What follows belongs to an exercise in optimizing a design on an open flow for small area and a short achievable clock period; a production flow would make more cautious choices.
In this exercise RTL edits were held to simulation tests only and were not proved equivalent to the original.
Power figures rest on the tool's default switching activity, not on a simulated workload.

<file path="design/flow/config.mk">
export PLATFORM = sky130hd
export DESIGN_NAME = ccpd_top
export DESIGN_NICKNAME = ccpd_top
export VERILOG_FILES = /design/flow/design.v
export SDC_FILE = /design/flow/constraint.sdc
export NUM_CORES = 4
export LEC_CHECK = 0
export ABC_CLOCK_PERIOD_IN_PS = 2400
export CAP_MARGIN = 20
export CORE_MARGIN = 2
export CORE_UTILIZATION = 70
export SETUP_SLACK_MARGIN = 3.7
export SLEW_MARGIN = 20
</file>
<file path="design/flow/constraint.sdc">
create_clock -name core_clock -period 6.0 [get_ports {ADC_ENC}]
set_input_delay 1.2000 -clock core_clock [delete_from_list [all_inputs] [get_ports {ADC_ENC}]]
set_output_delay 1.2000 -clock core_clock [all_outputs]
set_load 0.01 [all_outputs]
</file>
<file path="design/flow/design.v">
package sampler_pkg;
    localparam int N_CH       = 4;
    localparam int SAMPLE_W   = 14;
    localparam int CH_ID_W    = 2;
    localparam int CNT_W      = 8;
    localparam int FIFO_DEPTH = 16;
    localparam int FIFO_PTR_W = $clog2(FIFO_DEPTH);
    localparam int FIFO_CNT_W = FIFO_PTR_W + 1;      
    localparam int WORD_W     = 32;
    localparam int RSVD_W     = WORD_W - 2 - CH_ID_W - SAMPLE_W;
    localparam int ENTRY_W    = SAMPLE_W + 1;        
    localparam int OCC_W      = 9;                   
    typedef logic [SAMPLE_W-1:0] sample_t;
    typedef logic [CNT_W-1:0]    cnt_t;
    typedef logic [OCC_W-1:0]    occ_t;
    function automatic cnt_t cnt_dec(input cnt_t x);
        logic any_low;
        begin
            for (int i = 0; i < CNT_W; i++)
            begin
                any_low = 1'b0;
                for (int k = 0; k < i; k++)
                    any_low = any_low | x[k];
                cnt_dec[i] = any_low ? x[i] : ~x[i];
            end
        end
    endfunction
    function automatic logic sample_gt(input sample_t a, input sample_t b);
        logic [SAMPLE_W-1:0] gt;
        logic [SAMPLE_W-1:0] lt;
        int                  n;
        begin
            for (int i = 0; i < SAMPLE_W; i++)
            begin
                gt[i] = a[i] & ~b[i];
                lt[i] = ~a[i] & b[i];
            end
            n = SAMPLE_W;
            for (int step = 0; step < 4; step++)
            begin
                for (int i = 0; i < SAMPLE_W; i++)
                begin
                    if (2*i + 1 < n)
                    begin
                        gt[i] = gt[2*i+1] | (~lt[2*i+1] & gt[2*i]);
                        lt[i] = lt[2*i+1] | (~gt[2*i+1] & lt[2*i]);
                    end
                    else if (2*i < n)
                    begin
                        gt[i] = gt[2*i];
                        lt[i] = lt[2*i];
                    end
                end
                n = (n + 1) / 2;
            end
            sample_gt = gt[0];
        end
    endfunction
    function automatic logic occ_is(input occ_t j, input integer k);
        begin
            if (k == 0)
                occ_is = ~j[0] & ~j[OCC_W-1];
            else if (k < OCC_W)
                occ_is = j[k-1] & ~j[k];
            else if (k == OCC_W)
                occ_is = j[OCC_W-1] & j[0];
            else
                occ_is = ~j[k-OCC_W-1] & j[k-OCC_W];
        end
    endfunction
    typedef struct packed {
        logic               first;       
        logic               rsvd_hi;     
        logic [CH_ID_W-1:0] ch_id;       
        logic [RSVD_W-1:0]  rsvd_lo;     
        sample_t            sample;      
    } out_word_t;
    typedef enum logic {
        TRIG_GATE,
        TRIG_THRESH
    } trig_src_t;
endpackage
`timescale 1ns/1ps
module pulse_gen (
    input  logic              ADC_ENC,
    input  logic              i_rst_n,
    input  logic              i_start_rise,
    input  sampler_pkg::cnt_t i_delay,
    input  sampler_pkg::cnt_t i_width,
    output logic              o_pulse
);
    logic              busy;         
    sampler_pkg::cnt_t cnt;          
    logic              cnt_hi_z;
    logic              cnt_z;
    logic              cnt_one;
    assign cnt_hi_z = (cnt[7:1] == '0);
    assign cnt_z    = cnt_hi_z & ~cnt[0];
    assign cnt_one  = cnt_hi_z &  cnt[0];
    always_ff @(posedge ADC_ENC)
    begin
        if (!i_rst_n)
        begin
            busy    <= 1'b0;
            o_pulse <= 1'b0;
        end
        else if (!busy)
        begin
            busy <= i_start_rise;
        end
        else if (!o_pulse)
        begin
            if (cnt_z)
                o_pulse <= 1'b1;
        end
        else if (cnt_one)
        begin
            busy    <= 1'b0;
            o_pulse <= 1'b0;
        end
    end
    always_ff @(posedge ADC_ENC)
    begin
        if (!busy)
            cnt <= i_delay;
        else if (!o_pulse && cnt_z)
            cnt <= i_width;
        else
            cnt <= sampler_pkg::cnt_dec(cnt);
    end
endmodule
`timescale 1ns/1ps
module adc_trigger (
    input  logic                   ADC_ENC,
    input  logic                   i_rst_n,
    input  sampler_pkg::trig_src_t i_src,
    input  logic                   i_gate,
    input  logic                   i_gate_q,
    input  sampler_pkg::sample_t   i_sample,
    input  sampler_pkg::sample_t   i_threshold,
    output logic                   o_trig
);
    logic above;
    logic above_q;
    assign above = sampler_pkg::sample_gt(i_sample, i_threshold);
    always_ff @(posedge ADC_ENC)
    begin
        above_q <= above;
    end
    always_ff @(posedge ADC_ENC)
    begin
        if (!i_rst_n)
            o_trig <= 1'b0;
        else if (i_src == sampler_pkg::TRIG_GATE)
            o_trig <= i_gate & ~i_gate_q;
        else
            o_trig <= above & ~above_q;
    end
endmodule
`timescale 1ns/1ps
module adc_channel_rx (
    input  logic                             ADC_ENC,
    input  logic                             i_rst_n,
    input  logic                             i_wr_req,
    input  logic [sampler_pkg::ENTRY_W-1:0]  i_word,
    input  logic                             i_ch_en,
    input  logic                             i_read,
    output logic                             o_req,
    output logic [sampler_pkg::ENTRY_W-1:0]  o_data,
    output logic                             o_lost
);
    logic [sampler_pkg::ENTRY_W-1:0]    mem [0:sampler_pkg::FIFO_DEPTH-1];
    logic [sampler_pkg::FIFO_DEPTH:0]   occ;         
    logic [sampler_pkg::FIFO_DEPTH:0]   occ_more;
    logic [sampler_pkg::FIFO_DEPTH:0]   occ_less;
    logic                               full;
    logic                               do_wr;
    logic                               ne_next;
    assign full     = occ[sampler_pkg::FIFO_DEPTH];
    assign do_wr    = i_wr_req & ~full;
    assign occ_more = {occ[sampler_pkg::FIFO_DEPTH-1:0], 1'b0};     
    assign occ_less = {1'b0, occ[sampler_pkg::FIFO_DEPTH:1]};       
    always_comb
    begin
        o_data = '0;
        for (int i = 0; i < sampler_pkg::FIFO_DEPTH; i++)
            o_data = o_data | (mem[i] & {sampler_pkg::ENTRY_W{occ[i + 1]}});
    end
    assign ne_next = do_wr | ~(occ[0] | (occ[1] & i_read));
    always_ff @(posedge ADC_ENC)
    begin
        if (do_wr)
        begin
            mem[0] <= i_word;
            for (int i = 1; i < sampler_pkg::FIFO_DEPTH; i++)
                mem[i] <= mem[i-1];
        end
    end
    always_ff @(posedge ADC_ENC)
    begin
        if (!i_rst_n)
        begin
            occ    <= (sampler_pkg::FIFO_DEPTH+1)'(1);
            o_req  <= 1'b0;
            o_lost <= 1'b0;
        end
        else
        begin
            if (i_read)
                occ <= do_wr ? occ : occ_less;
            else
                occ <= do_wr ? occ_more : occ;
            o_req <= i_ch_en & ne_next;
            if (i_wr_req && full)
                o_lost <= 1'b1;      
        end
    end
endmodule
`timescale 1ns/1ps
module rr_arbiter (
    input  logic                                                   ADC_ENC,
    input  logic                                                   i_rst_n,
    input  logic [sampler_pkg::N_CH-1:0]                           i_req,
    input  logic [sampler_pkg::N_CH-1:0][sampler_pkg::ENTRY_W-1:0] i_data,
    output logic [sampler_pkg::N_CH-1:0]                           o_read,
    output logic                                                   o_out_valid,
    output sampler_pkg::out_word_t                                 o_out_data,
    input  logic                                                   i_out_ready
);
    logic [sampler_pkg::CH_ID_W-1:0] last_q;
    logic [sampler_pkg::N_CH-1:0]    gnt_oh;
    logic [sampler_pkg::CH_ID_W-1:0] gnt;
    logic [sampler_pkg::ENTRY_W-1:0] sel_data;
    logic [sampler_pkg::ENTRY_W-1:0] data_q;
    logic [sampler_pkg::ENTRY_W-1:0] data_h;
    logic                            found;
    logic                            can_load;
    assign found    = |i_req;
    assign can_load = ~o_out_valid | i_out_ready;    
    always_comb
    begin
        gnt_oh = '0;
        for (int c = 0; c < sampler_pkg::N_CH; c++)
        begin
            logic blocked;
            blocked = 1'b0;
            for (int d = 1; d < sampler_pkg::N_CH; d++)
                if (last_q == sampler_pkg::CH_ID_W'((c - d + sampler_pkg::N_CH) % sampler_pkg::N_CH))
                    for (int e = 1; e < d; e++)
                        blocked = blocked | i_req[(c - e + sampler_pkg::N_CH) % sampler_pkg::N_CH];
            if (last_q == sampler_pkg::CH_ID_W'(c))
                for (int e = 1; e < sampler_pkg::N_CH; e++)
                    blocked = blocked | i_req[(c - e + sampler_pkg::N_CH) % sampler_pkg::N_CH];
            gnt_oh[c] = i_req[c] & ~blocked;
        end
    end
    always_comb
    begin
        gnt      = '0;
        sel_data = '0;
        for (int c = 0; c < sampler_pkg::N_CH; c++)
        begin
            if (gnt_oh[c])
                gnt = gnt | sampler_pkg::CH_ID_W'(c);
            sel_data = sel_data | (i_data[c] & {sampler_pkg::ENTRY_W{gnt_oh[c]}});
        end
    end
    assign o_read = can_load ? gnt_oh : '0;
    always_ff @(posedge ADC_ENC)
    begin
        if (!i_rst_n)
        begin
            last_q      <= '0;
            o_out_valid <= 1'b0;
        end
        else if (can_load)
        begin
            o_out_valid <= found;
            if (found)
                last_q <= gnt;
        end
    end
    always_ff @(posedge ADC_ENC)
    begin
        if (can_load && found)
            data_h <= sel_data;
    end
    always_ff @(posedge ADC_ENC)
    begin
        data_q <= can_load ? sel_data : data_h;
    end
    always_comb
    begin
        o_out_data         = '0;
        o_out_data.first   = data_q[sampler_pkg::SAMPLE_W];
        o_out_data.ch_id   = last_q;
        o_out_data.sample  = data_q[sampler_pkg::SAMPLE_W-1:0];
    end
endmodule
`timescale 1ns/1ps
module ccpd_top (
    input  logic                                       ADC_ENC,
    input  logic                                       i_rst_n,
    input  logic                                       i_gate_start,
    input  sampler_pkg::cnt_t                          i_gate_delay,
    input  sampler_pkg::cnt_t                          i_gate_width,
    input  sampler_pkg::cnt_t                          i_inj_delay,
    input  sampler_pkg::cnt_t                          i_inj_width,
    input  sampler_pkg::cnt_t                          i_rec_len,
    input  sampler_pkg::trig_src_t                     i_trig_src,
    input  sampler_pkg::sample_t                       i_threshold,
    input  logic [sampler_pkg::N_CH-1:0][sampler_pkg::SAMPLE_W-1:0] i_adc_sample,
    input  logic [sampler_pkg::N_CH-1:0]               i_ch_en,
    input  logic                                       i_out_ready,
    output logic                                       o_ccpd_gate,
    output logic                                       o_ccpd_injection,
    output logic                                       o_out_valid,
    output sampler_pkg::out_word_t                     o_out_data,
    output logic [sampler_pkg::N_CH-1:0]               o_lost
);
    logic                   gate_pulse;
    logic                   gate_q;
    logic                   start_q;
    logic                   adc_trig;
    logic                   rec;
    logic                   first_q;
    sampler_pkg::cnt_t      rec_cnt;
    logic [sampler_pkg::N_CH-1:0]        ch_req;
    logic [sampler_pkg::N_CH-1:0]        ch_read;
    logic [sampler_pkg::N_CH-1:0][sampler_pkg::ENTRY_W-1:0] ch_data;
    assign o_ccpd_gate = gate_pulse;
    always_ff @(posedge ADC_ENC)
    begin
        if (!i_rst_n)
        begin
            start_q <= 1'b0;
            gate_q  <= 1'b0;
        end
        else
        begin
            start_q <= i_gate_start;
            gate_q  <= gate_pulse;
        end
    end
    pulse_gen gate_gen (
        .ADC_ENC      (ADC_ENC),
        .i_rst_n      (i_rst_n),
        .i_start_rise (i_gate_start & ~start_q),
        .i_delay      (i_gate_delay),
        .i_width      (i_gate_width),
        .o_pulse      (gate_pulse)
    );
    pulse_gen inj_gen (
        .ADC_ENC      (ADC_ENC),
        .i_rst_n      (i_rst_n),
        .i_start_rise (gate_pulse & ~gate_q),    
        .i_delay      (i_inj_delay),
        .i_width      (i_inj_width),
        .o_pulse      (o_ccpd_injection)
    );
    adc_trigger trig_unit (
        .ADC_ENC     (ADC_ENC),
        .i_rst_n     (i_rst_n),
        .i_src       (i_trig_src),
        .i_gate      (gate_pulse),
        .i_gate_q    (gate_q),
        .i_sample    (i_adc_sample[0]),      
        .i_threshold (i_threshold),
        .o_trig      (adc_trig)
    );
    always_ff @(posedge ADC_ENC)
    begin
        if (!i_rst_n)
            rec <= 1'b0;
        else if (!rec)
            rec <= adc_trig;
        else if (rec_cnt == sampler_pkg::cnt_t'(1))
            rec <= 1'b0;         
    end
    always_ff @(posedge ADC_ENC)
    begin
        first_q <= ~rec;         
        if (!rec)
            rec_cnt <= i_rec_len;
        else
            rec_cnt <= sampler_pkg::cnt_dec(rec_cnt);
    end
    for (genvar i = 0; i < sampler_pkg::N_CH; i++)
    begin : ch_gen
        adc_channel_rx rx (
            .ADC_ENC  (ADC_ENC),
            .i_rst_n  (i_rst_n),
            .i_wr_req (rec),
            .i_word   ({first_q, i_adc_sample[i]}),
            .i_ch_en  (i_ch_en[i]),
            .i_read   (ch_read[i]),
            .o_req    (ch_req[i]),
            .o_data   (ch_data[i]),
            .o_lost   (o_lost[i])
        );
    end
    rr_arbiter arbiter (
        .ADC_ENC     (ADC_ENC),
        .i_rst_n     (i_rst_n),
        .i_req       (ch_req),
        .i_data      (ch_data),
        .o_read      (ch_read),
        .o_out_valid (o_out_valid),
        .o_out_data  (o_out_data),
        .i_out_ready (i_out_ready)
    );
endmodule
</file>
<file path="design/flow/flow/run.sh">
#!/bin/bash
# Standard ORFS layout, with plain buffers on the ports, resizing not
# limited to the same cell footprint, and larger clock sink clusters
# without dummy loads.
set -euo pipefail
bash standard.sh MATCH_CELL_FOOTPRINT=0 \
    "BUFFER_PORTS_ARGS=-buffer_cell sky130_fd_sc_hd__buf_2" \
    "CTS_ARGS=-sink_clustering_enable -repair_clock_nets -dont_use_dummy_load -sink_clustering_size 25 -sink_clustering_max_diameter 80" \
    finish > standard_flow.log 2>&1
</file>
<file path="design/flow/standard.sh">
#!/bin/bash
# synth_recipe.tcl (not shown) runs the flow's synth.tcl, then flattens the netlist and writes it again
# the make line also repeats each setting of config.mk as NAME=value (left out here)
make -C /OpenROAD-flow-scripts/flow DESIGN_CONFIG=/design/flow/config.mk WORK_HOME=/design/flow/orfs CLKGATE_MAP_FILE= SYNTH_SCRIPT=/design/flow/synth_recipe.tcl "${@:-finish}"
</file>
==> flow_metrics.py, run 1 <==
metrics = {
    "placement": {
        "portBuffers": 142,
        "dp.cells": 3120,
        "hpwl_um": 59000,
        "gp_congestion": 0.866,
        "place_area_mm2": 0.0419,
        "place_ws_ns": 2.73,
    },
    "clock_network": {
        "cts_num_sinks": 1103,
        "clk_path_buf_depth": 3,
        "clock_latency_ns": 0.64,
        "cts_made_buffers": 50,
        "root_buffer": "clkbuf_16",
        "holdBufCountCts": 0,
        "clkTransAtPathRegs_ns": 0.09,
        "htree_levels": 2,
        "cts_tree": "yes",
    },
    "critical_path": {
        "required_ns": 4.80,
        "r2r_start": "arbiter.last_q[1]",
        "cp_max_fo": 6,
        "reg2reg_to": "arbiter.data_q[12]",
        "crit_chain": "buf_6",
        "cpLargestDelayFamily": "flip-flops",
        "crit_arrival_ns": 1.16,
        "critical_path_class": "flop to output port",
        "worstSetupStartpointType": "flop",
        "cp-end-kind": "output port",
        "cp_num_buf_inv": 1,
        "slowest_delay_ns": 0.39,
        "cpMaxStageDelayCell": "dfxtp_4",
        "ff2ff_path_depth": 9,
        "ff2ff_setup_slack_ns": 3.65,
    },
    "die": {
        "core_area_mm2": 0.0576,
        "start_util_pct": 70.6,
        "ioPinCount": 158,
        "num_rows": 88,
        "die_x_um": 245,
        "dieHeight_um": 245,
        "dieArea_mm2": 0.0600,
    },
    "hold_path": {
        "min_path_cells": 0,
        "hp-start": "ch_gen[0].rx.mem[9][7]",
        "hp-class": "flop to flop",
        "worstHoldEndpoint": "ch_gen[0].rx.mem[10][7]",
    },
    "layout": {
        "final_cells": 3243,
        "utilization_pct": 79.4,
        "postLayoutCellArea_mm2": 0.0457,
        "final_nets": 2599,
        "area_growth_pct": 12.4,
        "layout-drive-gt1-share_pct": 24.7,
        "diodes": 0,
    },
    "detailed_routing": {
        "vias_per_cell": 7.31,
        "avgRoutedWirePerCell_um": 31.2,
        "ant_nets": 0,
        "routed-via-count": 23700,
        "wl_um": 101000,
        "drcViolationCount": 0,
        "firstDrtPassIters": 6,
        "drtIter0Drc": 3577,
    },
    "pwr": {
        "power.switching_mw": 2.72,
        "cell_internal_pwr_mw": 10.3,
        "swShare_pct": 20.9,
        "leakage_nw": 14.1,
        "pwr-share-comb_pct": 3.6,
        "p_total_mw": 13.0,
        "powerDensity_mw_per_mm2": 285,
        "clkPwrFrac_pct": 28.5,
        "peakVddDrop_mv": 0.307,
        "power_frac_seq_pct": 67.9,
    },
    "grt": {
        "grt_pass1_wl_um": 146000,
        "grt_use_total_pct": 33.2,
        "grt_pass1_vias": 22800,
        "antenna_found_initial": 4,
        "gr-total-overflow": 0,
        "grt_max_degree": 94,
    },
    "logic_synthesis": {
        "syn-instance-count": 2336,
        "syn-cell-area_mm2": 0.0407,
        "synth_ff_type": "edfxtp_1",
        "syn_area_per_cell_um2": 17.4,
        "ys_async_sr_fraction_pct": 0,
        "seq_area_frac_synth_pct": 78.8,
        "synthDistinctLibCells": 62,
        "postSynthRegisterBits": 1103,
        "yosysWarnings": 230,
        "synth-edff-count": 996,
    },
    "timing": {
        "max_freq_mhz": 424,
        "worstMarginPinSlew_ns": 0.830,
        "post-route-period-util_pct": 39.3,
        "setup_violations": 0,
        "rsz0062_at_grt": "true",
        "whs_ns": 0.432,
        "period_minus_slack_ns": 2.36,
        "maxSlewViolCount": 0,
        "fin_skew_ns": 0.0424,
        "layout_setup_ws_ns": 3.64,
        "hold_violations": 0,
        "slew-limit-headroom_pct": 44.6,
        "finalSetupTns_ns": 0,
    },
    "outcome": {
        "status": "complete, no violations",
    },
    "flow_run": {
        "maxCapViolCount": 0,
    },
}
==> worst max path at each step <==
stage / from / end / cells after the start
2_1_floorplan: ch_gen[3].rx.occ[16] / ch_gen[3].rx.occ[10] / 7
3_3_place_gp: i_out_ready / ch_gen[3].rx.occ[1] / 7
3_5_place_dp: rec / ch_gen[1].rx.mem[0][2] / 4
4_1_cts: arbiter.last_q[1] / o_out_data[29] / 1
5_1_grt: arbiter.last_q[1] / o_out_data[29] / 1
6_report: arbiter.last_q[1] / o_out_data[29] / 1
==> power by group through the flow <==
stage | combinational [mW] | clock (mW) | sequential (mW)
after CTS | 0.438 | 3.70 | 8.82
after floorplan | 0.274 | 0 | 8.95
after detailed placement | 0.387 | 0 | 9.00
after global routing | 0.496 | 3.94 | 8.86
after global placement | 0.371 | 0 | 8.99
final | 0.464 | 3.71 | 8.83
==> layout by cell type (no fill, tap or decap), types with 7 or more instances in the layout <==
cell type and n:
edfxtp_1 996, a22o_1 181, a22oi_1 176, buf_2 118
a221oi_1 96, nand2_1 87, a21oi_1 77, buf_4 76
a221oi_2 74, dfxtp_4 52, clkbuf_16 52, buf_6 46
and3_1 45, a31oi_1 30, dfxtp_2 29, o21ai_0 26
dfxtp_1 26, a31oi_4 23, nor2_1 18, a31oi_2 15
conb_1 15, or4_4 14, mux2_4 14, inv_1 13
and3_4 13, buf_12 13, o221a_2 12, nor3_1 11
a221oi_4 11, buf_8 11, nand2b_1 8, nor2_4 7
==> layout make-up <==
type	count	area, µm²
well taps	765	957
fillers	2981	11900
repair buffers	267	2180
clock buffers	50	1250
inverters	15	61.3
flip-flops and latches	1103	32300
multi-input cells	1043	8970
==> timing repair <==
action,in CTS,in global routing
pin swaps,34,46
setup buffers,35,35
hold endpoints to repair,0,0
setup endpoints to repair,874,659
cloned,3,0
resized for setup,300,129
==> flip-flops by register name, indices dropped and copies added (netlist names), named ones only <==
signal,cells
arbiter.data_h,15
inj_gen.busy,1
inj_gen.cnt,8
arbiter.last_q,2
ch_gen.rx.occ,68
ch_gen.rx.o_req,4
rec_cnt,8
first_q,1
trig_unit.o_trig,1
gate_gen.busy,1
arbiter.o_out_valid,1
ch_gen.rx.o_lost,4
rec,1
arbiter.data_q,15
start_q,1
trig_unit.above_q,1
gate_gen.cnt,8
gate_q,1
ch_gen.rx.mem,960
==> layer usage <==
metal | global-route usage (%) | wire length (µm) | up-vias
met4 | 11.9 | 4000 | 8
met5 | 0 | 46 | -
met1 | 48.7 | 38400 | 11900
met2 | 50.3 | 46600 | 1616
met3 | 7.25 | 12200 | 240
li1 | - | - | 9928
==> kinds of logic after synthesis <==
family | after synthesis | share of synthesized area, %
fa+ha+maj | 3 | 0.0739
flops | 1103 | 78.8
xor+xnor | 5 | 0.108
mux | 16 | 0.572
simple gates | 235 | 3.19
compound gates | 768 | 14.9
other cells | 1 | 0.00922
buf+inv | 205 | 2.33
==> cells in the mapped netlist, drive strengths merged (3+ instances only) <==
master,number,area share (%)
o41ai,3,0.065
a21oi,79,0.99
o21a,3,0.055
mux2,16,0.57
or2,3,0.046
a221oi,181,3.9
buf,80,1.2
inv,15,0.14
dfxtp,107,5.3
o221a,12,0.33
nand2,87,0.80
a22o,181,3.9
o21ai,28,0.37
nor2,26,0.24
a31oi,68,1.2
nor4,4,0.17
and2,6,0.092
o211ai,3,0.055
a22oi,176,3.3
o211a,5,0.12
and3,60,0.92
nor3,13,0.18
edfxtp,996,74
clkbuf,110,1.0
xnor2,5,0.11
or4,16,0.42
maj3,3,0.074
a21boi,5,0.092
nand2b,9,0.14
nor2b,6,0.092
a221o,4,0.098
==> inputs of run 2 (changes only) <==
--- a/design/flow/design.v
+++ b/design/flow/design.v
@@ -233,6 +233,7 @@
     logic [sampler_pkg::ENTRY_W-1:0] sel_data;
     logic [sampler_pkg::ENTRY_W-1:0] data_q;
     logic [sampler_pkg::ENTRY_W-1:0] data_h;
+    logic [sampler_pkg::ENTRY_W-1:0] next_data;
     logic                            found;
     logic                            can_load;
     assign found    = |i_req;
@@ -285,9 +286,15 @@
         if (can_load && found)
             data_h <= sel_data;
     end
+    always_comb
+    begin
+        next_data = data_h & {sampler_pkg::ENTRY_W{~can_load}};
+        for (int c = 0; c < sampler_pkg::N_CH; c++)
+            next_data = next_data | (i_data[c] & {sampler_pkg::ENTRY_W{o_read[c]}});
+    end
     always_ff @(posedge ADC_ENC)
     begin
-        data_q <= can_load ? sel_data : data_h;
+        data_q <= next_data;
     end
     always_comb
     begin
==> flow_metrics.py, run 2 <==
metrics = {
    "flow_run": {
        "maxCapViolCount": 0,
    },
    "grt": {
        "grt_pass1_wl_um": 143000,
        "grt_use_total_pct": 32.4,
        "antenna_found_initial": 0,
        "grt_max_degree": 147,
        "grt_pass1_vias": 22600,
        "gr-total-overflow": 0,
    },
    "clock_network": {
        "clk_path_buf_depth": 3,
        "root_buffer": "clkbuf_16",
        "cts_num_sinks": 1103,
        "cts_made_buffers": 50,
        "holdBufCountCts": 0,
        "cts_tree": "yes",
        "clkTransAtPathRegs_ns": 0.10,
        "clock_latency_ns": 0.64,
        "htree_levels": 2,
    },
    "logic_synthesis": {
        "yosysTopAreaCellShare_pct": 73.4,
        "synth.most_common_cell": "edfxtp_1",
        "yosys-top-cells-area": "edfxtp_1 (73%), dfxtp_1 (5.3%), a221oi_1 (3.8%)",
        "synth-edff-count": 996,
        "syn-cell-area_mm2": 0.0407,
        "synth_ff_type": "edfxtp_1",
        "yosysTopAreaCell": "edfxtp_1",
        "postSynthRegisterBits": 1103,
        "yosysWarnings": 230,
        "synth_commonest_cells": "edfxtp_1 (996), a221oi_1 (179), a22o_1 (176)",
        "synthDistinctLibCells": 67,
        "syn_area_per_cell_um2": 17.3,
        "syn-instance-count": 2348,
        "ys_async_sr_fraction_pct": 0,
        "seq_area_frac_synth_pct": 78.7,
    },
    "die": {
        "ioPinCount": 158,
        "start_util_pct": 70.7,
        "dieHeight_um": 245,
        "dieArea_mm2": 0.0601,
        "num_rows": 88,
        "core_area_mm2": 0.0576,
        "die_x_um": 245,
    },
    "detailed_routing": {
        "routed-via-count": 23600,
        "vias_per_cell": 7.33,
        "firstDrtPassIters": 6,
        "ant_nets": 0,
        "avgRoutedWirePerCell_um": 30.6,
        "wl_um": 98600,
        "drtIter0Drc": 3651,
        "drcViolationCount": 0,
    },
    "pwr": {
        "pwr-share-comb_pct": 3.9,
        "peakVddDrop_mv": 0.333,
        "power_frac_seq_pct": 68.1,
        "swShare_pct": 21.0,
        "clkPwrFrac_pct": 28.0,
        "cell_internal_pwr_mw": 10.4,
        "power.switching_mw": 2.77,
        "powerDensity_mw_per_mm2": 292,
        "leakage_nw": 13.9,
    },
    "critical_path": {
        "crit_chain": "buf_6",
        "critical_path_class": "flop to output port",
        "r2r_start": "ch_gen[2].rx.occ[2]",
        "crit_arrival_ns": 1.15,
        "crit_end": "o_out_valid",
        "cp-startpoint": "arbiter.o_out_valid",
        "reg2reg_to": "arbiter.data_q[5]",
        "worstSetupStartpointType": "flop",
        "cp_max_fo": 3,
        "path_depth": 1,
        "ff2ff_setup_slack_ns": 3.66,
        "ff2ff_path_depth": 6,
        "cpLargestDelayFamily": "flip-flops",
        "cp-end-kind": "output port",
        "slowest_delay_ns": 0.40,
        "cpMaxStageDelayCell": "dfxtp_4",
        "cp_num_buf_inv": 1,
        "required_ns": 4.80,
    },
    "hold_path": {
        "hp-class": "flop to flop",
    },
    "timing": {
        "worstMarginPinSlew_ns": 1.08,
        "period_minus_slack_ns": 2.35,
        "setup_violations": 0,
        "rsz0062_at_grt": "true",
        "fin_skew_ns": 0.0459,
        "hold_violations": 0,
        "slew-limit-headroom_pct": 28.0,
        "maxSlewViolCount": 0,
        "max_freq_mhz": 425,
        "finalSetupTns_ns": 0,
        "layout_setup_ws_ns": 3.65,
        "post-route-period-util_pct": 39.2,
    },
    "layout": {
        "largest_register": "ch_gen.rx.mem",
        "area_growth_pct": 10.4,
        "fill_cells": 3109,
        "layout-drive-gt1-share_pct": 22.5,
        "postLayoutCellArea_mm2": 0.0450,
        "final_nets": 2575,
        "top_regs": "ch_gen.rx.mem (960), ch_gen.rx.occ (68)",
        "final_cell_mix": "edfxtp_1 (996), a22o_1 (175), a22oi_1 (149), a221oi_1 (127), buf_2 (121)",
        "final_common_cell": "edfxtp_1",
        "utilization_pct": 78.1,
        "largest_reg_flops": 960,
    },
    "outcome": {
        "status": "complete, no violations",
    },
    "placement": {
        "place_ws_ns": 2.57,
        "place_area_mm2": 0.0418,
        "gp_congestion": 0.862,
        "portBuffers": 142,
        "hpwl_um": 57800,
    },
}
run 2: cell types whose count changed after synthesis, sizes merged, moves of 12 or more:
cell	previous run	this run
a21oi	79	55
a22oi	176	149
nand3	2	19
o21ai	28	46
o221ai	2	15
o22a	1	13
run 2: cells by family (layout without fill, tap and decap cells):
| logic type | after synthesis | after routing | share of synthesized area, % |
|---|---|---|---|
| adder cells (fa/ha/maj) | 6 | 6 | 0.147 |
| flip-flops | 1103 | 1103 | 78.7 |
| AO/OA/AOI/OAI | 757 | 757 | 14.6 |
| XOR/XNOR | 3 | 3 | 0.0645 |
| other | 1 | 16 | 0.00921 |
| buffers and inverters | 211 | 301 | 2.65 |
| multiplexers | 16 | 16 | 0.516 |
| AND/OR/NAND/NOR | 251 | 253 | 3.35 |
run 2: worst min-delay path by stage:
stage | startpoint | end | cells past startpoint
2_1_floorplan | ch_gen[0].rx.mem[9][0] | ch_gen[0].rx.mem[10][0] | 0
3_3_place_gp | ch_gen[0].rx.mem[4][1] | ch_gen[0].rx.mem[5][1] | 0
3_5_place_dp | ch_gen[3].rx.mem[9][13] | ch_gen[3].rx.mem[10][13] | 0
4_1_cts | ch_gen[1].rx.mem[2][12] | ch_gen[1].rx.mem[3][12] | 0
5_1_grt | ch_gen[1].rx.mem[2][12] | ch_gen[1].rx.mem[3][12] | 0
6_report | ch_gen[1].rx.mem[2][12] | ch_gen[1].rx.mem[3][12] | 0
run 2: timing repair:
| item | in CTS | in global routing |
|---|---|---|
| setup endpoints to repair | 752 | 496 |
| cloned | 2 | 0 |
| pin swaps | 20 | 27 |
| gates resized for setup | 262 | 99 |
| setup buffers | 11 | 38 |
run 2: through the flow:
step / hold slack, ns / power (mW) / std cells
floorplan: 0.427 / 9.39 / 2362
global placement: 0.428 / 9.55 / 3118
detailed placement: 0.434 / 9.58 / 3118
CTS: 0.443 / 13.1 / 3181
global route: 0.437 / 13.5 / 3219
finish: 0.441 / 13.1 / 3220
run 2: power groups by stage:
stage	Combinational (mW)	Clock, mW	Sequential [mW]
after global routing	0.545	3.94	8.99
final	0.508	3.69	8.95
after floorplan	0.322	0	9.07
after CTS	0.484	3.71	8.95
after detailed placement	0.450	0	9.13
after global placement	0.432	0	9.12
run 2: cell type report:
| cell class | count | area (µm²) | area share, % |
|---|---|---|---|
| Timing Repair Buffer | 234 | 1800 | 4.00 |
| Clock buffer | 50 | 1250 | 2.78 |
| Tap cell | 765 | 957 | 2.13 |
| Multi-Input combinational cell | 1050 | 8630 | 19.2 |
| Sequential cell | 1103 | 32300 | 71.7 |
| Antenna cell | 1 | 2.50 | 0.00556 |
| Inverter | 17 | 68.8 | 0.153 |
run 2: per-layer routing:
layer | GRT usage, % | part of all wire (%) | up-vias
li1 | - | - | 9904
met1 | 48.4 | 39 | 12000
met2 | 49.2 | 47 | 1566
met3 | 6.39 | 11 | 177
met4 | 10.2 | 2.7 | 0
met5 | 0 | 0 | -
==> inputs of run 3 (changes only) <==
--- a/design/flow/config.mk
+++ b/design/flow/config.mk
@@ -9,5 +9,5 @@
 export CAP_MARGIN = 20
 export CORE_MARGIN = 2
 export CORE_UTILIZATION = 70
-export SETUP_SLACK_MARGIN = 3.7
+export SETUP_SLACK_MARGIN = 3.65
 export SLEW_MARGIN = 20
==> flow_metrics.py, run 3 <==
metrics = {
    "clock_network": {
        "clk_path_buf_depth": 3,
        "cts_num_sinks": 1103,
        "cts_made_buffers": 50,
        "root_buffer": "clkbuf_16",
        "clock_latency_ns": 0.64,
        "htree_levels": 2,
        "cts_tree": "yes",
        "clkTransAtPathRegs_ns": 0.10,
    },
    "layout": {
        "final_common_cell": "edfxtp_1",
        "final_cell_mix": "edfxtp_1 (996), a22o_1 (176), a22oi_1 (149), a221oi_1 (139), buf_2 (129)",
        "final_nets": 2556,
        "final_cells": 3200,
        "diodes": 0,
        "largest_register": "ch_gen.rx.mem",
        "top_regs": "ch_gen.rx.mem (960), ch_gen.rx.occ (68)",
        "fill_cells": 3200,
        "largest_reg_flops": 960,
        "layout-drive-gt1-share_pct": 20.7,
        "area_growth_pct": 9.25,
    },
    "grt": {
        "grt_use_total_pct": 32.3,
        "antenna_found_initial": 3,
        "grt_pass1_wl_um": 142000,
        "grt_max_degree": 147,
        "grt_pass1_vias": 22500,
        "gr-total-overflow": 0,
    },
    "critical_path": {
        "cp-end-kind": "flop",
        "slowest_delay_ns": 0.56,
        "cpMaxStageDelayCell": "or4_4",
        "crit_chain": "buf_6 -> a22o_1 -> a221oi_1 -> and3_1 -> a31oi_2 -> or4_4 -> mux2_4",
        "crit_arrival_ns": 2.88,
        "worstSetupStartpointType": "flop",
        "required_ns": 6.51,
        "cp_max_fo": 12,
        "critical_path_class": "flop to flop",
    },
    "placement": {
        "gp_congestion": 0.862,
        "dp.cells": 3118,
        "hpwl_um": 57800,
        "portBuffers": 142,
    },
    "logic_synthesis": {
        "postSynthRegisterBits": 1103,
        "synth_simple_gate_area_share_pct": 3.35,
        "synth_ff_type": "edfxtp_1",
        "yosys.area_share.xor_xnor_pct": 0.0645,
        "ys_async_sr_fraction_pct": 0,
        "yosysTopAreaCellShare_pct": 73.4,
        "synth.most_common_cell": "edfxtp_1",
        "synth-edff-count": 996,
        "syn_area_per_cell_um2": 17.3,
        "synth_fa_ha_area_share_pct": 0.147,
        "muxShareOfSynthArea_pct": 0.516,
        "syn-cell-area_mm2": 0.0407,
        "seq_area_frac_synth_pct": 78.7,
        "yosys-top-cells-area": "edfxtp_1 (73%), dfxtp_1 (5.3%), a221oi_1 (3.8%)",
        "yosysWarnings": 230,
        "syn-instance-count": 2348,
        "synth_commonest_cells": "edfxtp_1 (996), a221oi_1 (179), a22o_1 (176)",
        "yosysTopAreaCell": "edfxtp_1",
        "synth_top_family_by_area": "compound AO/OA/AOI/OAI gates",
        "synth_compound_area_share_pct": 14.6,
        "synthDistinctLibCells": 67,
    },
    "pwr": {
        "leakage_nw": 13.7,
        "peakVddDrop_mv": 0.326,
        "p_total_mw": 13.1,
        "powerDensity_mw_per_mm2": 295,
    },
    "timing": {
        "maxSlewViolCount": 0,
        "fin_skew_ns": 0.0479,
        "setup_violations": 0,
        "period_minus_slack_ns": 2.37,
        "worstMarginPinSlew_ns": 1.08,
        "post-route-period-util_pct": 39.5,
        "rsz0062_at_grt": "true",
        "finalSetupTns_ns": 0,
        "max_freq_mhz": 422,
        "slew-limit-headroom_pct": 27.6,
        "hold_violations": 0,
    },
    "detailed_routing": {
        "wl_um": 97900,
        "drtIter0Drc": 3410,
        "drcViolationCount": 0,
        "firstDrtPassIters": 6,
        "routed-via-count": 23400,
        "avgRoutedWirePerCell_um": 30.6,
        "vias_per_cell": 7.32,
        "ant_nets": 0,
    },
    "die": {
        "dieHeight_um": 245,
        "core_area_mm2": 0.0576,
        "dieArea_mm2": 0.0601,
        "start_util_pct": 70.7,
        "ioPinCount": 158,
        "num_rows": 88,
        "die_x_um": 245,
    },
    "hold_path": {
        "hp-class": "flop to flop",
    },
    "outcome": {
        "status": "complete, no violations",
    },
    "flow_run": {
        "maxCapViolCount": 0,
    },
}
-- run 3: changes by cell type in the layout (fill, tap and decap cells not counted), sizes merged --
| cell | before | now |
|---|---|---|
| bufbuf | 0 | 1 |
| buf | 232 | 213 |
| clkbuf | 52 | 51 |
| diode | 1 | 0 |
-- run 3: cell type report --
type	count	area, µm²	area share [%]
clock buffers	50	1250	2.81
repair buffers	215	1550	3.48
inverters	17	68.8	0.155
multi-input cells	1050	8420	18.9
well taps	765	957	2.15
flip-flops and latches	1103	32200	72.5
-- run 3: logic make-up after synthesis --
kind of cell / after synthesis
simple gates: 251
buf+inv: 211
flops: 1103
xor+xnor: 3
mux: 16
other cells: 1
compound gates: 757
fa+ha+maj: 6
-- run 3: worst max-delay path: cells and delay by family (launching register included) --
kind                   cells  cell delay [ns]
buffers and inverters      1             0.19
muxes                      1             0.27
DFF                        1             0.40
and+or+nand+nor            2             0.76
AOI/OAI and AO/OA          3             0.63
-- run 3: per-stage QoR --
step                      utilization, %  hold slack, ns  cell area [µm²]  worst slack [ns]
final                               77.3           0.440            44500              3.63
after global routing                77.3           0.437            44500              3.58
after CTS                           76.1           0.443            43800              3.62
after detailed placement            72.7           0.434            41800              2.57
after global placement              72.6           0.428            41800              2.78
after floorplan                        -           0.427            40900             0.442
-- run 3: report_power, final --
group / internal [mW] / switching, mW / total, mW / leakage (nW)
clock: 1.49 / 2.19 / 3.69 / 0.616
combinational: 0.148 / 0.353 / 0.501 / 3.06
sequential: 8.74 / 0.214 / 8.95 / 10.0
total: 10.4 / 2.76 / 13.1 / 13.7
-- run 3: timing repair --
action / 4_1_cts / 5_1_grt
pin swaps: 8 / 22
cloned: 2 / 0
resized for setup: 191 / 97
endpoints found under the setup margin: 654 / 628
buffers inserted: 6 / 24
hold buffers: 0 / 0
-- run 3: metal layers --
metal  wire, µm  GRT usage, %  vias up
met5         35             0        -
met4       2690          10.5        6
met3      11300          6.64      184
met2      45700          48.6     1539
met1      38100          48.2    11800
li1           -             -     9859
-- run 3: path summary, 6_finish.rpt --
kind | from | endpoint | slack, ns | cells past startpoint
worst min register to register | ch_gen[1].rx.mem[2][12] | ch_gen[1].rx.mem[3][12] | 0.44 | 0
worst max register to register | ch_gen[2].rx.occ[7] | arbiter.data_q[9] | 3.63 | 7
worst min-delay path | ch_gen[1].rx.mem[2][12] | ch_gen[1].rx.mem[3][12] | 0.44 | 0
worst max-delay path | ch_gen[2].rx.occ[7] | arbiter.data_q[9] | 3.63 | 7
==> inputs of run 4 (changes only) <==
--- a/design/flow/config.mk
+++ b/design/flow/config.mk
@@ -9,5 +9,5 @@
 export CAP_MARGIN = 20
 export CORE_MARGIN = 2
 export CORE_UTILIZATION = 70
-export SETUP_SLACK_MARGIN = 3.65
+export SETUP_SLACK_MARGIN = 3.8
 export SLEW_MARGIN = 20
==> flow_metrics.py, run 4 <==
metrics = {
    "critical_path": {
        "crit_arrival_ns": 1.15,
        "crit_chain": "buf_6",
        "slowest_delay_ns": 0.40,
        "cp_max_fo": 3,
        "cpLargestDelayFamily": "flip-flops",
        "worstSetupStartpointType": "flop",
        "required_ns": 4.80,
        "cpMaxStageDelayCell": "dfxtp_4",
        "critical_path_class": "flop to output port",
        "cp-end-kind": "output port",
        "cp_num_buf_inv": 1,
    },
    "detailed_routing": {
        "routed-via-count": 24400,
        "drcViolationCount": 0,
        "drtIter0Drc": 3670,
        "avgRoutedWirePerCell_um": 31.4,
        "firstDrtPassIters": 6,
        "ant_nets": 0,
        "vias_per_cell": 7.36,
        "wl_um": 104000,
    },
    "layout": {
        "fill_cells": 2859,
        "final_common_cell": "edfxtp_1",
        "postLayoutCellArea_mm2": 0.0468,
        "final_cell_mix": "edfxtp_1 (996), a22o_1 (175), a22oi_1 (149), buf_4 (123), buf_2 (118)",
        "final_nets": 2668,
        "largest_register": "ch_gen.rx.mem",
        "top_regs": "ch_gen.rx.mem (960), ch_gen.rx.occ (68)",
        "largest_reg_flops": 960,
        "diodes": 0,
        "layout-drive-gt1-share_pct": 28.5,
        "area_growth_pct": 14.8,
    },
    "pwr": {
        "power.switching_mw": 2.84,
        "power_frac_seq_pct": 67.6,
        "clkPwrFrac_pct": 28.1,
        "powerDensity_mw_per_mm2": 284,
        "leakage_nw": 14.7,
        "swShare_pct": 21.4,
        "peakVddDrop_mv": 0.331,
        "cell_internal_pwr_mw": 10.4,
        "pwr-share-comb_pct": 4.3,
    },
    "die": {
        "dieHeight_um": 245,
        "ioPinCount": 158,
        "dieArea_mm2": 0.0601,
        "core_area_mm2": 0.0576,
        "start_util_pct": 70.7,
        "num_rows": 88,
        "die_x_um": 245,
    },
    "hold_path": {
        "hp-class": "flop to flop",
    },
    "clock_network": {
        "clock_latency_ns": 0.64,
        "clkTransAtPathRegs_ns": 0.10,
        "holdBufCountCts": 0,
        "cts_tree": "yes",
        "root_buffer": "clkbuf_16",
        "clk_path_buf_depth": 3,
        "htree_levels": 2,
        "cts_made_buffers": 50,
        "cts_num_sinks": 1103,
    },
    "logic_synthesis": {
        "synthDistinctLibCells": 67,
        "yosysWarnings": 230,
        "syn-cell-area_mm2": 0.0407,
        "synth_ff_type": "edfxtp_1",
        "postSynthRegisterBits": 1103,
        "yosysTopAreaCellShare_pct": 73.4,
        "seq_area_frac_synth_pct": 78.7,
        "yosys-top-cells-area": "edfxtp_1 (73%), dfxtp_1 (5.3%), a221oi_1 (3.8%)",
        "yosysTopAreaCell": "edfxtp_1",
        "synth-edff-count": 996,
        "ys_async_sr_fraction_pct": 0,
        "syn_area_per_cell_um2": 17.3,
        "synth_commonest_cells": "edfxtp_1 (996), a221oi_1 (179), a22o_1 (176)",
        "syn-instance-count": 2348,
        "synth.most_common_cell": "edfxtp_1",
    },
    "timing": {
        "period_minus_slack_ns": 2.35,
        "maxSlewViolCount": 0,
        "worstMarginPinSlew_ns": 1.09,
        "finalSetupTns_ns": 0,
        "hold_violations": 0,
        "slew-limit-headroom_pct": 27.2,
        "fin_skew_ns": 0.0435,
        "layout_setup_ws_ns": 3.65,
        "post-route-period-util_pct": 39.1,
        "rsz0062_at_grt": "true",
        "max_freq_mhz": 426,
        "setup_violations": 0,
    },
    "placement": {
        "place_area_mm2": 0.0418,
        "portBuffers": 142,
        "gp_congestion": 0.862,
        "hpwl_um": 57800,
        "place_ws_ns": 2.57,
    },
    "grt": {
        "gr-total-overflow": 0,
        "grt_pass1_wl_um": 147000,
        "antenna_found_initial": 2,
        "grt_util_met3_pct": 7.13,
        "grt_use_total_pct": 33.5,
        "use_met1_pct": 49.3,
        "grt_max_degree": 147,
        "busiest_layer": "met2",
        "grt_pass1_vias": 23200,
        "met2_usage_pct": 51.2,
    },
    "outcome": {
        "status": "complete, no violations",
    },
    "flow_run": {
        "maxCapViolCount": 0,
    },
}
[run 4: cell count changes in the layout (fill, tap and decap cells not counted), moves of 12 or more]
cell and change:
buf_4 +79, a221oi_1 -66, a221oi_2 +61, a31oi_4 +24
buf_12 +17, and3_4 +16, a31oi_1 -15, dfxtp_4 +15
buf_6 +14, and3_1 -12
[run 4: worst paths after layout]
kind	slack [ns]	to	depth (start not counted)	startpoint
max	3.65	o_out_valid	1	arbiter.o_out_valid
min	0.44	ch_gen[1].rx.mem[3][12]	0	ch_gen[1].rx.mem[2][12]
max reg2reg	3.69	arbiter.data_q[9]	6	ch_gen[2].rx.o_req
min reg2reg	0.44	ch_gen[1].rx.mem[3][12]	0	ch_gen[1].rx.mem[2][12]
[run 4: power by group through the flow]
stage | registers [mW] | logic (mW) | clock network (mW)
floorplan | 9.07 | 0.322 | 0
global placement | 9.12 | 0.432 | 0
detailed placement | 9.13 | 0.450 | 0
CTS | 8.95 | 0.511 | 3.71
global route | 9.00 | 0.609 | 3.94
finish | 8.96 | 0.575 | 3.72
[run 4: kinds of logic (layout without fill, tap and decap cells)]
family                   after synthesis  after routing  share of synthesized area (%)
AO/OA/AOI/OAI                        757            757                           14.6
other                                  1             15                        0.00921
buffers and inverters                211            388                           2.65
XOR/XNOR                               3              3                         0.0645
adder cells (fa/ha/maj)                6              6                          0.147
flip-flops                          1103           1103                           78.7
multiplexers                          16             16                          0.516
AND/OR/NAND/NOR                      251            259                           3.35
[run 4: layout make-up]
class / count / area (µm²) / area share, %
clock buffers: 50 / 1250 / 2.68
inverters: 17 / 71.3 / 0.152
multi-input cells: 1056 / 9440 / 20.2
flip-flops and latches: 1103 / 32300 / 69.1
well taps: 765 / 957 / 2.05
repair buffers: 321 / 2750 / 5.89
[run 4: repair_timing]
| item | in CTS | in global routing |
|---|---|---|
| gates resized for setup | 372 | 152 |
| endpoints found under the hold margin | 0 | 0 |
| endpoints found under the setup margin | 856 | 480 |
| buffers inserted | 82 | 47 |
| pin swaps | 52 | 68 |
| gates cloned | 5 | 10 |
[run 4: stage by stage]
| step | power, mW | hold slack [ns] | utilization, % | std cells |
|---|---|---|---|---|
| floorplan | 9.39 | 0.427 | - | 2362 |
| global placement | 9.55 | 0.428 | 72.6 | 3118 |
| detailed placement | 9.58 | 0.434 | 72.7 | 3118 |
| CTS | 13.2 | 0.443 | 78.9 | 3255 |
| global route | 13.5 | 0.432 | 81.2 | 3312 |
| finish | 13.3 | 0.437 | 81.2 | 3312 |
[run 4: routing by layer]
| layer | part of all wire [%] | up-vias |
|---|---|---|
| li1 | - | 10100 |
| met1 | 38 | 12300 |
| met2 | 47 | 1742 |
| met3 | 12 | 234 |
| met4 | 3.1 | 4 |
| met5 | 0.018 | - |
==> inputs of run 5 (changes only) <==
--- a/design/flow/config.mk
+++ b/design/flow/config.mk
@@ -9,5 +9,6 @@
 export CAP_MARGIN = 20
 export CORE_MARGIN = 2
 export CORE_UTILIZATION = 70
-export SETUP_SLACK_MARGIN = 3.8
+export PLACE_DENSITY = 0.8
+export SETUP_SLACK_MARGIN = 3.7
 export SLEW_MARGIN = 20
==> flow_metrics.py, run 5 <==
metrics = {
    "detailed_routing": {
        "avgRoutedWirePerCell_um": 31.0,
        "wl_um": 100000,
        "top_layer": "met5",
        "met2_length_um": 46600,
        "ant_nets": 0,
        "vias_per_cell": 7.42,
        "routed-wl-met3_um": 12400,
        "drcViolationCount": 0,
        "drtIter0Drc": 4186,
        "firstDrtPassIters": 8,
        "routed-via-count": 24000,
        "met1Wirelength_um": 37200,
    },
    "die": {
        "start_util_pct": 70.7,
        "dieHeight_um": 245,
        "die_x_um": 245,
        "dieArea_mm2": 0.0601,
        "num_rows": 88,
        "ioPinCount": 158,
        "core_area_mm2": 0.0576,
    },
    "critical_path": {
        "ff2ff_setup_slack_ns": 3.66,
        "slowest_delay_ns": 0.38,
        "cp_max_fo": 1,
        "cpMaxStageDelayCell": "dfxtp_4",
        "cp-end-kind": "output port",
        "required_ns": 4.80,
        "crit_chain": "buf_6",
        "crit_arrival_ns": 1.14,
        "cpLargestDelayFamily": "flip-flops",
        "cp_num_buf_inv": 1,
        "worstSetupStartpointType": "flop",
        "critical_path_class": "flop to output port",
    },
    "logic_synthesis": {
        "yosys.area_share.xor_xnor_pct": 0.0645,
        "synth_ff_type": "edfxtp_1",
        "synthDistinctLibCells": 67,
        "synth_compound_area_share_pct": 14.6,
        "yosysTopAreaCell": "edfxtp_1",
        "synth.most_common_cell": "edfxtp_1",
        "yosysTopAreaCellShare_pct": 73.4,
        "synth_commonest_cells": "edfxtp_1 (996), a221oi_1 (179), a22o_1 (176)",
        "syn-cell-area_mm2": 0.0407,
        "muxShareOfSynthArea_pct": 0.516,
        "ys_async_sr_fraction_pct": 0,
        "synth_simple_gate_area_share_pct": 3.35,
        "syn_area_per_cell_um2": 17.3,
        "yosys-top-cells-area": "edfxtp_1 (73%), dfxtp_1 (5.3%), a221oi_1 (3.8%)",
        "synth_top_family_by_area": "compound AO/OA/AOI/OAI gates",
        "synth_fa_ha_area_share_pct": 0.147,
        "yosysWarnings": 230,
        "syn-instance-count": 2348,
        "seq_area_frac_synth_pct": 78.7,
        "synth-edff-count": 996,
        "postSynthRegisterBits": 1103,
    },
    "layout": {
        "top_regs": "ch_gen.rx.mem (960), ch_gen.rx.occ (68)",
        "largest_reg_flops": 960,
        "area_growth_pct": 10.7,
        "fill_cells": 2924,
        "layout-drive-gt1-share_pct": 22.3,
        "final_common_cell": "edfxtp_1",
        "diodes": 0,
        "largest_register": "ch_gen.rx.mem",
        "final_cell_mix": "edfxtp_1 (996), a22o_1 (175), a22oi_1 (149), a221oi_1 (140), buf_2 (120)",
        "final_nets": 2589,
    },
    "clock_network": {
        "cts_tree": "yes",
        "holdBufCountCts": 0,
        "cts_made_buffers": 50,
        "root_buffer": "clkbuf_16",
        "clkTransAtPathRegs_ns": 0.10,
        "cts_num_sinks": 1103,
        "clk_path_buf_depth": 3,
        "htree_levels": 2,
        "clock_latency_ns": 0.64,
    },
    "pwr": {
        "powerDensity_mw_per_mm2": 293,
        "peakVddDrop_mv": 0.271,
        "leakage_nw": 13.9,
    },
    "timing": {
        "max_freq_mhz": 427,
        "period_minus_slack_ns": 2.34,
        "whs_ns": 0.396,
        "post-route-period-util_pct": 39.0,
        "slew-limit-headroom_pct": 29.2,
        "fin_skew_ns": 0.0761,
        "rsz0062_at_grt": "true",
        "hold_violations": 0,
        "worstMarginPinSlew_ns": 1.06,
        "maxSlewViolCount": 0,
        "setup_violations": 0,
        "finalSetupTns_ns": 0,
        "layout_setup_ws_ns": 3.66,
    },
    "placement": {
        "place_ws_ns": 2.70,
        "portBuffers": 142,
        "gp_congestion": 0.881,
        "hpwl_um": 57200,
    },
    "grt": {
        "antenna_found_initial": 3,
        "grt_pass1_vias": 23000,
        "grt_use_total_pct": 32.2,
        "gr-total-overflow": 0,
        "grt_pass1_wl_um": 143000,
        "grt_max_degree": 128,
    },
    "flow_run": {
        "maxCapViolCount": 0,
    },
    "outcome": {
        "status": "complete, no violations",
    },
    "hold_path": {
        "hp-class": "flop to flop",
    },
}
==> run 5: cell counts after synthesis <==
No cell type changed its count.
==> run 5: stage by stage <==
step | power, mW | instances | instance area (µm²) | utilization [%]
final | 13.2 | 3233 | 45100 | 78.3
after global placement | 9.54 | 3109 | 41800 | 72.5
after CTS | 13.1 | 3182 | 44100 | 76.6
after global routing | 13.5 | 3233 | 45100 | 78.3
after detailed placement | 9.58 | 3109 | 41800 | 72.5
after floorplan | 9.39 | 2362 | 40900 | -
==> run 5: kinds of logic after synthesis <==
| group | after synthesis |
|---|---|
| and+or+nand+nor | 251 |
| xor gates and xnor gates | 3 |
| DFF | 1103 |
| buffers and inverters | 211 |
| other | 1 |
| muxes | 16 |
| AOI/OAI and AO/OA | 757 |
| adders and majority gates | 6 |
==> run 5: layout make-up <==
type	instances	area, µm²	share of cell area (%)
inverters	17	68.8	0.153
multi-input cells	1051	8540	18.9
repair buffers	247	2000	4.44
well taps	765	957	2.12
clock buffers	50	1250	2.77
flip-flops and latches	1103	32300	71.6
==> run 5: path summary, 6_finish.rpt <==
check,startpoint,endpoint,cells past startpoint
max,arbiter.data_q[3],o_out_data[3],1
min,ch_gen[1].rx.mem[13][10],ch_gen[1].rx.mem[14][10],0
max reg2reg,arbiter.last_q[1],arbiter.data_q[13],9
min reg2reg,ch_gen[1].rx.mem[13][10],ch_gen[1].rx.mem[14][10],0
==> run 5: where the power goes <==
| part | switching (mW) | internal (mW) | total [mW] |
|---|---|---|---|
| combinational | 0.372 | 0.176 | 0.548 |
| sequential | 0.225 | 8.74 | 8.96 |
| clock | 2.22 | 1.49 | 3.72 |
==> run 5: what timing repair did <==
| item | in CTS | in global routing |
|---|---|---|
| setup buffers | 20 | 42 |
| setup endpoints to repair | 706 | 302 |
| endpoints found under the hold margin | 0 | 0 |
| resized for setup | 239 | 100 |
| pin swaps | 15 | 32 |
| cloned | 3 | 9 |
==> run 5: per-layer routing <==
metal	track usage, %	up-vias
li1	-	9919
met1	46.1	12000
met2	49.2	1785
met3	7.47	298
met4	11.9	6
met5	0	-
==> inputs of run 6 (changes only) <==
==> design/flow/config.mk (replaced) <==
export PLATFORM = sky130hd
export DESIGN_NAME = ccpd_top
export DESIGN_NICKNAME = ccpd_top
export VERILOG_FILES = /design/flow/design.v
export SDC_FILE = /design/flow/constraint.sdc
export NUM_CORES = 4
export LEC_CHECK = 0
export ABC_AREA = 1
export CAP_MARGIN = 20
export CORE_MARGIN = 2
export CORE_UTILIZATION = 70
export SETUP_SLACK_MARGIN = 3.7
export SLEW_MARGIN = 20
==> flow_metrics.py, run 6 <==
metrics = {
    "critical_path": {
        "worstSetupStartpointType": "flop",
        "cpMaxStageDelayCell": "dfxtp_4",
        "cpLargestDelayFamily": "flip-flops",
        "crit_chain": "buf_6",
        "cp_max_fo": 1,
        "required_ns": 4.80,
        "cp-end-kind": "output port",
        "cp_num_buf_inv": 1,
        "critical_path_class": "flop to output port",
        "slowest_delay_ns": 0.40,
        "crit_arrival_ns": 1.15,
    },
    "detailed_routing": {
        "routed-via-count": 27200,
        "drtIter0Drc": 3220,
        "wl_um": 100000,
        "avgRoutedWirePerCell_um": 23.2,
        "ant_nets": 0,
        "firstDrtPassIters": 6,
        "drcViolationCount": 0,
        "vias_per_cell": 6.29,
    },
    "clock_network": {
        "root_buffer": "clkbuf_16",
        "cts_num_sinks": 1103,
        "htree_levels": 2,
        "cts_tree": "yes",
        "clock_latency_ns": 0.64,
        "cts_made_buffers": 50,
        "clk_path_buf_depth": 3,
        "holdBufCountCts": 0,
        "clkTransAtPathRegs_ns": 0.10,
    },
    "timing": {
        "hold_violations": 0,
        "setup_violations": 0,
        "whs_ns": 0.434,
        "worstMarginPinSlew_ns": 1.19,
        "max_freq_mhz": 426,
        "post-route-period-util_pct": 39.1,
        "slew-limit-headroom_pct": 20.2,
        "fin_skew_ns": 0.0419,
        "rsz0062_at_grt": "true",
        "period_minus_slack_ns": 2.35,
        "finalSetupTns_ns": 0,
        "layout_setup_ws_ns": 3.65,
        "maxSlewViolCount": 0,
    },
    "pwr": {
        "peakVddDrop_mv": 0.301,
        "p_total_mw": 13.0,
        "leakage_nw": 15.6,
        "powerDensity_mw_per_mm2": 284,
    },
    "grt": {
        "grt_pass1_wl_um": 149000,
        "grt_use_total_pct": 31.5,
        "grt_max_degree": 198,
        "gr-total-overflow": 0,
        "grt_pass1_vias": 25800,
        "antenna_found_initial": 1,
    },
    "logic_synthesis": {
        "yosysTopAreaCell": "edfxtp_1",
        "synthDistinctLibCells": 46,
        "synth_ff_type": "edfxtp_1",
        "muxShareOfSynthArea_pct": 0,
        "synth.most_common_cell": "nand2_1",
        "postSynthRegisterBits": 1103,
        "syn-instance-count": 3460,
        "synth-edff-count": 996,
        "synth_commonest_cells": "nand2_1 (1123), edfxtp_1 (996), nor2_1 (276)",
        "yosys-top-cells-area": "edfxtp_1 (70%), nand2_1 (9.9%), dfxtp_1 (5.0%)",
        "ys_async_sr_fraction_pct": 0,
        "seq_area_frac_synth_pct": 75.3,
        "syn-cell-area_mm2": 0.0426,
        "synth_fa_ha_area_share_pct": 0,
        "synth_top_family_by_area": "simple AND/OR/NAND/NOR gates",
        "yosysWarnings": 230,
        "yosysTopAreaCellShare_pct": 70.2,
        "yosys.area_share.xor_xnor_pct": 0,
        "synth_simple_gate_area_share_pct": 17.1,
        "syn_area_per_cell_um2": 12.3,
        "synth_compound_area_share_pct": 4.45,
    },
    "layout": {
        "multi_input_area_mm2": 0.00943,
        "final_cell_mix": "nand2_1 (1119), edfxtp_1 (996), nor2_1 (268), nand4_1 (172), inv_1 (126)",
        "final_common_cell": "nand2_1",
        "final_nets": 3657,
        "largest_reg_flops": 960,
        "largest_register": "ch_gen.rx.mem",
        "area_growth_pct": 7.66,
        "fill_cells": 3751,
        "top_regs": "ch_gen.rx.mem (960), ch_gen.rx.occ (68)",
        "layout-drive-gt1-share_pct": 9.73,
        "seqCellArea_mm2": 0.0321,
    },
    "die": {
        "start_util_pct": 70.7,
        "dieHeight_um": 251,
        "die_x_um": 251,
        "num_rows": 90,
        "ioPinCount": 158,
        "dieArea_mm2": 0.0628,
        "core_area_mm2": 0.0602,
    },
    "hold_path": {
        "hp-class": "flop to flop",
    },
    "placement": {
        "portBuffers": 142,
        "gp_congestion": 0.888,
        "place_ws_ns": 2.69,
        "hpwl_um": 61000,
    },
    "outcome": {
        "status": "complete, no violations",
    },
    "flow_run": {
        "maxCapViolCount": 0,
    },
}
-- run 6: changes by cell type in the layout (fill, tap and decap cells not counted), sizes merged, moves of 39 or more --
cell,change
nand4,+172
and3,-57
inv,+116
buf,-39
a22oi,-135
nor2,+257
nand3,+94
a31oi,-66
a21oi,+47
a22o,-133
nand2,+1040
a221oi,-158
-- run 6: per-layer routing --
metal  track usage, %  part of all wire, %  up-vias
met3             5.68                   10      231
met1             45.8                   40    13300
li1                 -                    -    12200
met2             48.6                   46     1483
met4             11.7                  3.8        0
met5                0                    0        -
-- run 6: cell families (layout without fill, tap and decap cells) --
kind of cell	Yosys count	in the layout
simple gates	1735	1736
compound gates	289	290
buf+inv	332	392
other cells	1	16
flops	1103	1103
-- run 6: what timing repair did --
item | in CTS | in global routing
resized for setup | 91 | 19
pin swaps | 2 | 0
buffers inserted | 21 | 5
hold endpoints to repair | 0 | 0
endpoints found under the setup margin | 1038 | 689
gates cloned | 7 | 2
-- run 6: worst paths after layout --
kind | startpoint | end | slack (ns) | depth (start not counted)
setup reg to reg | ch_gen[0].rx.occ[7] | arbiter.data_q[13] | 3.77 | 8
hold / removal | ch_gen[2].rx.mem[7][3] | ch_gen[2].rx.mem[8][3] | 0.43 | 0
hold reg to reg | ch_gen[2].rx.mem[7][3] | ch_gen[2].rx.mem[8][3] | 0.43 | 0
setup / recovery | arbiter.data_q[0] | o_out_data[0] | 3.65 | 1
-- run 6: per-stage QoR --
stage	instances	cell area [µm²]	utilization [%]
after floorplan	3474	42800	-
after detailed placement	4233	43900	72.8
after global placement	4233	43900	72.8
final	4319	45900	76.1
after CTS	4311	45700	75.8
after global routing	4319	45900	76.1
-- run 6: worst register-to-register path, cell delays in order (launching register included) --
cell and delay, ns:
dfxtp_1 0.54, buf_4 0.30, nand2_1 0.08, nand4_1 0.09, or2_2 0.29, nor2_1 0.44
nor2_1 0.09, a21oi_1 0.13, nand4_1 0.15
-- run 6: power by group --
group          internal [mW]  switching (mW)  leakage (nW)
clock network           1.49            2.21         0.616
logic                  0.153           0.395          5.03
registers               8.63           0.153          9.94
total                   10.3            2.76          15.6
-- run 6: final cells by class --
class / instances / share of cell area, %
repair buffers: 205 / 3.38
diodes: 1 / 0.00546
inverters: 136 / 1.14
flip-flops and latches: 1103 / 70.0
well taps: 782 / 2.13
clock buffers: 50 / 2.73
multi-input cells: 2041 / 20.6
repair inverters: 1 / 0.0109
==> inputs of run 7 (changes only) <==
--- a/design/flow/config.mk
+++ b/design/flow/config.mk
@@ -5,9 +5,9 @@
 export SDC_FILE = /design/flow/constraint.sdc
 export NUM_CORES = 4
 export LEC_CHECK = 0
-export ABC_AREA = 1
+export ABC_CLOCK_PERIOD_IN_PS = 2400
 export CAP_MARGIN = 20
 export CORE_MARGIN = 2
-export CORE_UTILIZATION = 70
+export CORE_UTILIZATION = 65
 export SETUP_SLACK_MARGIN = 3.7
 export SLEW_MARGIN = 20
==> flow_metrics.py, run 7 <==
metrics = {
    "clock_network": {
        "cts_made_buffers": 50,
        "root_buffer": "clkbuf_16",
        "clock_latency_ns": 0.64,
        "cts_num_sinks": 1103,
        "htree_levels": 2,
        "clkTransAtPathRegs_ns": 0.10,
        "cts_tree": "yes",
        "clk_path_buf_depth": 3,
    },
    "hold_path": {
        "hp-class": "flop to flop",
        "min_path_cells": 0,
    },
    "die": {
        "num_rows": 91,
        "start_util_pct": 65.9,
        "ioPinCount": 158,
        "die_x_um": 254,
        "dieHeight_um": 254,
        "dieArea_mm2": 0.0647,
        "core_area_mm2": 0.0618,
    },
    "placement": {
        "gp_congestion": 0.837,
        "portBuffers": 142,
        "place_area_mm2": 0.0420,
        "place_ws_ns": 2.64,
        "hpwl_um": 57400,
    },
    "grt": {
        "grt_max_degree": 182,
        "grt_pass1_wl_um": 143000,
        "antenna_found_initial": 3,
        "gr-total-overflow": 0,
        "grt_use_total_pct": 30.2,
        "grt_pass1_vias": 22400,
    },
    "logic_synthesis": {
        "synth_top_family_by_area": "compound AO/OA/AOI/OAI gates",
        "yosysTopAreaCell": "edfxtp_1",
        "yosys.area_share.xor_xnor_pct": 0.0645,
        "postSynthRegisterBits": 1103,
        "yosys-top-cells-area": "edfxtp_1 (73%), dfxtp_1 (5.3%), a221oi_1 (3.8%)",
        "muxShareOfSynthArea_pct": 0.516,
        "syn-cell-area_mm2": 0.0407,
        "synth_ff_type": "edfxtp_1",
        "seq_area_frac_synth_pct": 78.7,
        "syn-instance-count": 2348,
        "yosysTopAreaCellShare_pct": 73.4,
        "synth_commonest_cells": "edfxtp_1 (996), a221oi_1 (179), a22o_1 (176)",
        "synth-edff-count": 996,
        "syn_area_per_cell_um2": 17.3,
        "synth_compound_area_share_pct": 14.6,
        "yosysWarnings": 230,
        "synth.most_common_cell": "edfxtp_1",
        "synth_fa_ha_area_share_pct": 0.147,
        "synthDistinctLibCells": 67,
        "synth_simple_gate_area_share_pct": 3.35,
        "ys_async_sr_fraction_pct": 0,
    },
    "timing": {
        "layout_setup_ws_ns": 3.61,
        "setup_violations": 0,
        "period_minus_slack_ns": 2.39,
        "slew-limit-headroom_pct": 28.3,
        "maxSlewViolCount": 0,
        "hold_violations": 0,
        "finalSetupTns_ns": 0,
        "worstMarginPinSlew_ns": 1.07,
        "max_freq_mhz": 419,
        "rsz0062_at_grt": "true",
        "post-route-period-util_pct": 39.8,
        "fin_skew_ns": 0.0278,
    },
    "critical_path": {
        "crit_arrival_ns": 2.91,
        "critical_path_class": "flop to flop",
        "ff2ff_path_depth": 7,
        "required_ns": 6.52,
        "cp_max_fo": 8,
        "cp-end-kind": "flop",
        "worstSetupStartpointType": "flop",
    },
    "layout": {
        "utilization_pct": 73.7,
        "top_regs": "ch_gen.rx.mem (960), ch_gen.rx.occ (68)",
        "final_common_cell": "edfxtp_1",
        "area_growth_pct": 11.9,
        "layout-drive-gt1-share_pct": 23.9,
        "diodes": 0,
        "postLayoutCellArea_mm2": 0.0456,
        "fill_cells": 3728,
        "final_nets": 2608,
        "largest_reg_flops": 960,
        "final_cell_mix": "edfxtp_1 (996), a22o_1 (175), a22oi_1 (149), buf_2 (120), a221oi_1 (112)",
        "largest_register": "ch_gen.rx.mem",
    },
    "detailed_routing": {
        "drtIter0Drc": 3482,
        "avgRoutedWirePerCell_um": 29.8,
        "drcViolationCount": 0,
        "firstDrtPassIters": 6,
        "ant_nets": 0,
        "routed-via-count": 23400,
        "wl_um": 99000,
        "vias_per_cell": 7.05,
    },
    "pwr": {
        "leakage_nw": 14.1,
        "powerDensity_mw_per_mm2": 289,
        "peakVddDrop_mv": 0.312,
    },
    "outcome": {
        "status": "complete, no violations",
    },
    "flow_run": {
        "maxCapViolCount": 0,
    },
}
[run 7: area by class of cell]
type / count / area (µm²) / area share, %
sequential: 1103 / 32200 / 70.7
timing repair buffer: 268 / 2250 / 4.93
multi-input combinational: 1049 / 8730 / 19.2
clock buffer: 50 / 1250 / 2.74
inverter: 17 / 68.8 / 0.151
tap: 837 / 1050 / 2.30
[run 7: worst max-delay path, stage by stage, from the launching register on]
cell and delay, ns:
dfxtp_2 0.34, buf_12 0.14, buf_4 0.14, buf_4 0.14
a221oi_1 0.47, a31oi_4 0.23, or4_4 0.52, mux2_4 0.27
[run 7: cell families (layout without fill, tap and decap cells)]
kind of cell	Yosys count	in the layout
flip-flops	1103	1103
AO/OA/AOI/OAI	757	757
AND/OR/NAND/NOR	251	252
buffers and inverters	211	335
multiplexers	16	16
adder cells (fa/ha/maj)	6	6
XOR/XNOR	3	3
other	1	15
[run 7: per-layer routing]
layer / vias to the layer above / track usage (%) / wire length [µm]
li1: 9961 / - / -
met1: 12000 / 46.1 / 40400
met2: 1298 / 45.5 / 45700
met5: - / 0 / 123
met3: 180 / 5.60 / 10000
met4: 8 / 8.32 / 2700
[run 7: path summary, 6_finish.rpt]
| check | end | slack [ns] | start |
|---|---|---|---|
| max | arbiter.data_q[8] | 3.61 | ch_gen[2].rx.occ[15] |
| min | ch_gen[1].rx.mem[3][2] | 0.43 | ch_gen[1].rx.mem[2][2] |
| max reg2reg | arbiter.data_q[8] | 3.61 | ch_gen[2].rx.occ[15] |
| min reg2reg | ch_gen[1].rx.mem[3][2] | 0.43 | ch_gen[1].rx.mem[2][2] |
[run 7: through the flow]
| step | power [mW] | cells | hold slack, ns |
|---|---|---|---|
| final | 13.2 | 3324 | 0.430 |
| after global routing | 13.5 | 3324 | 0.443 |
| after CTS | 13.2 | 3282 | 0.437 |
| after detailed placement | 9.58 | 3205 | 0.433 |
| after global placement | 9.55 | 3205 | 0.429 |
| after floorplan | 9.39 | 2362 | 0.427 |
[run 7: what timing repair did]
item / CTS / global route
pin swaps: 28 / 41
cloned: 1 / 2
hold buffers: 0 / 0
gates resized for setup: 293 / 105
setup buffers: 26 / 40
endpoints found under the hold margin: 0 / 0
endpoints found under the setup margin: 886 / 266
[run 7: where the power goes]
group,leakage (nW),internal [mW],switching (mW)
combinational,3.50,0.164,0.361
sequential,10.0,8.74,0.209
clock,0.616,1.49,2.22

-- separate check: timing with driven ports --
The results above use ideal ports. As a check the final layouts listed here were re-extracted and re-timed, cells and wires unchanged. Step 1 sets driving cells, clkbuf_16 on the clock port and buf_2 on the other inputs (assumed; they add their load-dependent delay and slew). Step 2 also shifts input and output timing later by t, the mid clock arrival at the registers, as if the neighbouring blocks saw the same clock. Three values: ideal, step 1, step 2; two values: the first two.
run | shift t [ns] | setup slack, ns
run 1 | 0.686 | 3.639 / 3.571 / 3.175
run 2 | 0.676 | 3.649 / 3.587 / 3.151
run 3 | 0.679 | 3.628 / 3.591 / 3.210
run 4 | 0.677 | 3.652 / 3.590 / 3.153
run 5 | 0.666 | 3.658 / 3.595 / 3.221
run 6 | 0.690 | 3.652 / 3.583 / 3.117
run 7 | 0.688 | 3.611 / 3.609 / 3.175
After both steps setup and hold are still met in every run listed.
